Background: an optimization exercise with open tools, aiming at small area, a short achievable clock period and few clock cycles per item. Do not read the settings as production practice. The RTL was checked by simulation tests, not by an equivalence proof against the original design.

// overlap_linear_blend_unit
module overlap_linear_blend_unit (
  input  wire                         clk_i,
  input  wire                         rst_ni,
  input  wire                         cfg_we_i,
  input  wire [olb_pkg::IDX_W-1:0]    cfg_idx_i,
  input  wire [olb_pkg::CFG_W-1:0]    cfg_data_i,
  input  wire                         in_valid_i,
  output logic                        in_stall_o,
  input  wire [olb_pkg::COL_W-1:0]    column_i,
  input  wire [olb_pkg::PIX_W-1:0]    first_blue_i,
  input  wire [olb_pkg::PIX_W-1:0]    first_green_i,
  input  wire [olb_pkg::PIX_W-1:0]    first_red_i,
  input  wire [olb_pkg::PIX_W-1:0]    warped_blue_i,
  input  wire [olb_pkg::PIX_W-1:0]    warped_green_i,
  input  wire [olb_pkg::PIX_W-1:0]    warped_red_i,
  output logic                        out_valid_o,
  input  wire                         out_stall_i,
  output logic [olb_pkg::PIX_W-1:0]   out_blue_o,
  output logic [olb_pkg::PIX_W-1:0]   out_green_o,
  output logic [olb_pkg::PIX_W-1:0]   out_red_o
);
Settings: LEC_CHECK=0, ABC_AREA=1, CAP_MARGIN=20, CORE_MARGIN=2, CORE_UTILIZATION=40, SETUP_SLACK_MARGIN=4.7, SLEW_MARGIN=20, TNS_END_PERCENT=0; clock period 8.5 ns.
run.sh (not shown) runs the stock make flow with config.mk's settings and CLKGATE_MAP_FILE= SYNTH_SCRIPT=/design/flow/synth_recipe.tcl, a recipe that flattens the netlist after the stock synthesis.
Testbench counts at the start, summed over its fixed seeds: cycles 16,632, items 16,384.
Then changed:
--- a/flow/config.mk
+++ b/flow/config.mk
@@ -11,3 +11,3 @@
 export CORE_UTILIZATION = 40
-export SETUP_SLACK_MARGIN = 4.7
+export SETUP_SLACK_MARGIN = 4.5
 export SLEW_MARGIN = 20
Register-to-register slack gets worse by 0.04 ns.
First-iteration DRC count barely changes.

---

Another version of the RTL of overlap_linear_blend_unit (not shown whole).
Size: roughly 4700 cells after synthesis, ~660 flip-flops, roughly 110 I/O pins, about 51000 sq um of cells after synthesis.
// overlap_linear_blend_unit
module overlap_linear_blend_unit (
  input  wire                         clk_i,
  input  wire                         rst_ni,
  input  wire                         cfg_we_i,
  input  wire [olb_pkg::IDX_W-1:0]    cfg_idx_i,
  input  wire [olb_pkg::CFG_W-1:0]    cfg_data_i,
  input  wire                         in_valid_i,
  output logic                        in_stall_o,
  input  wire [olb_pkg::COL_W-1:0]    column_i,
  input  wire [olb_pkg::PIX_W-1:0]    first_blue_i,
  input  wire [olb_pkg::PIX_W-1:0]    first_green_i,
  input  wire [olb_pkg::PIX_W-1:0]    first_red_i,
  input  wire [olb_pkg::PIX_W-1:0]    warped_blue_i,
  input  wire [olb_pkg::PIX_W-1:0]    warped_green_i,
  input  wire [olb_pkg::PIX_W-1:0]    warped_red_i,
  output logic                        out_valid_o,
  input  wire                         out_stall_i,
  output logic [olb_pkg::PIX_W-1:0]   out_blue_o,
  ...
make LEC_CHECK=0 CAP_MARGIN=20 CORE_MARGIN=2 CORE_UTILIZATION=40 SLEW_MARGIN=20 finish   # period 8.5 ns
Testbench counts at the start, summed over its fixed seeds: cycles 16,632, items 16,384.
Edit:
ABC_AREA = 1   (was not set)
SETUP_SLACK_MARGIN = 4   (was not set)
Outcome: Design area increases by roughly a tenth; hold slack barely changes; worst setup slack improves by 2500 ps; routed wire length increases by a quarter to a third; via count increases by a quarter to a third.

---

overlap_linear_blend_unit, a different RTL version from the one above (not shown whole).
Size: about 6,700 cells after synthesis, roughly 110 I/O pins, ~56,000 sq um of cells after synthesis.
clock: 8.5 ns
lec_check: 0
abc_area: 1
cap_margin: 20
core_margin: 2
core_utilization: 40
setup_slack_margin: 5
slew_margin: 20
tns_end_percent: 0
Testbench counts at the start, summed over its fixed seeds: cycles 16,632, items 16,384.
Then changed:
Settings changed: SETUP_SLACK_MARGIN 5 to 4.85.
Result: Final area decreases by a few percent. Core utilization decreases by 2.1 points. Critical path depth increases by 1. Die area is unchanged. Clock skew is about the same. Setup slack got worse by 130 ps. Synthesized cell count is unchanged. Final cell count decreases slightly. Global-route usage stays flat.

## afterwards: timing with drivers on the ports
The flow's constraints put no driver on any port. The routed layouts listed below were extracted and timed again, unchanged, in two steps.
Step 1 (the two cells are an assumption about what drives the block):
set clk [get_ports {clk_i}]
set_driving_cell -lib_cell sky130_fd_sc_hd__clkbuf_16 $clk
set_driving_cell -lib_cell sky130_fd_sc_hd__buf_2 [delete_from_list [all_inputs] $clk]
Step 2 moves the port delays by t, midway between the first and last clock arrival at a register: inputs arrive t later, outputs are due t later. That takes back most of the time a late clock gives input paths.
Three values: no drivers, after step 1, after step 2; two values: the first two.
| run | t, ns | setup WS [ns] | worst register clock-pin slew, ns |
|---|---|---|---|
| the first run of note 1 | 0.747 | 4.478 / 4.440 / 3.951 | 0.07 / 0.07 |
| the second run of note 1 | 0.748 | 4.451 / 4.412 / 3.824 | 0.07 / 0.07 |
| the first run of note 2 | 0.707 | 1.678 / 1.678 / 1.678 | 0.07 / 0.07 |
| the second run of note 2 | 0.728 | 4.190 / 4.190 / 3.767 | 0.07 / 0.07 |
| the first run of note 3 | 0.766 | 4.860 / 4.786 / 4.223 | 0.07 / 0.07 |
| the second run of note 3 | 0.764 | 4.728 / 4.728 / 4.117 | 0.07 / 0.07 |
After both steps setup and hold are still met in every run listed. For the first run of note 3, which loses most, drivers alone change the setup slack by -0.074 ns; drivers and shift together by -0.637 ns.
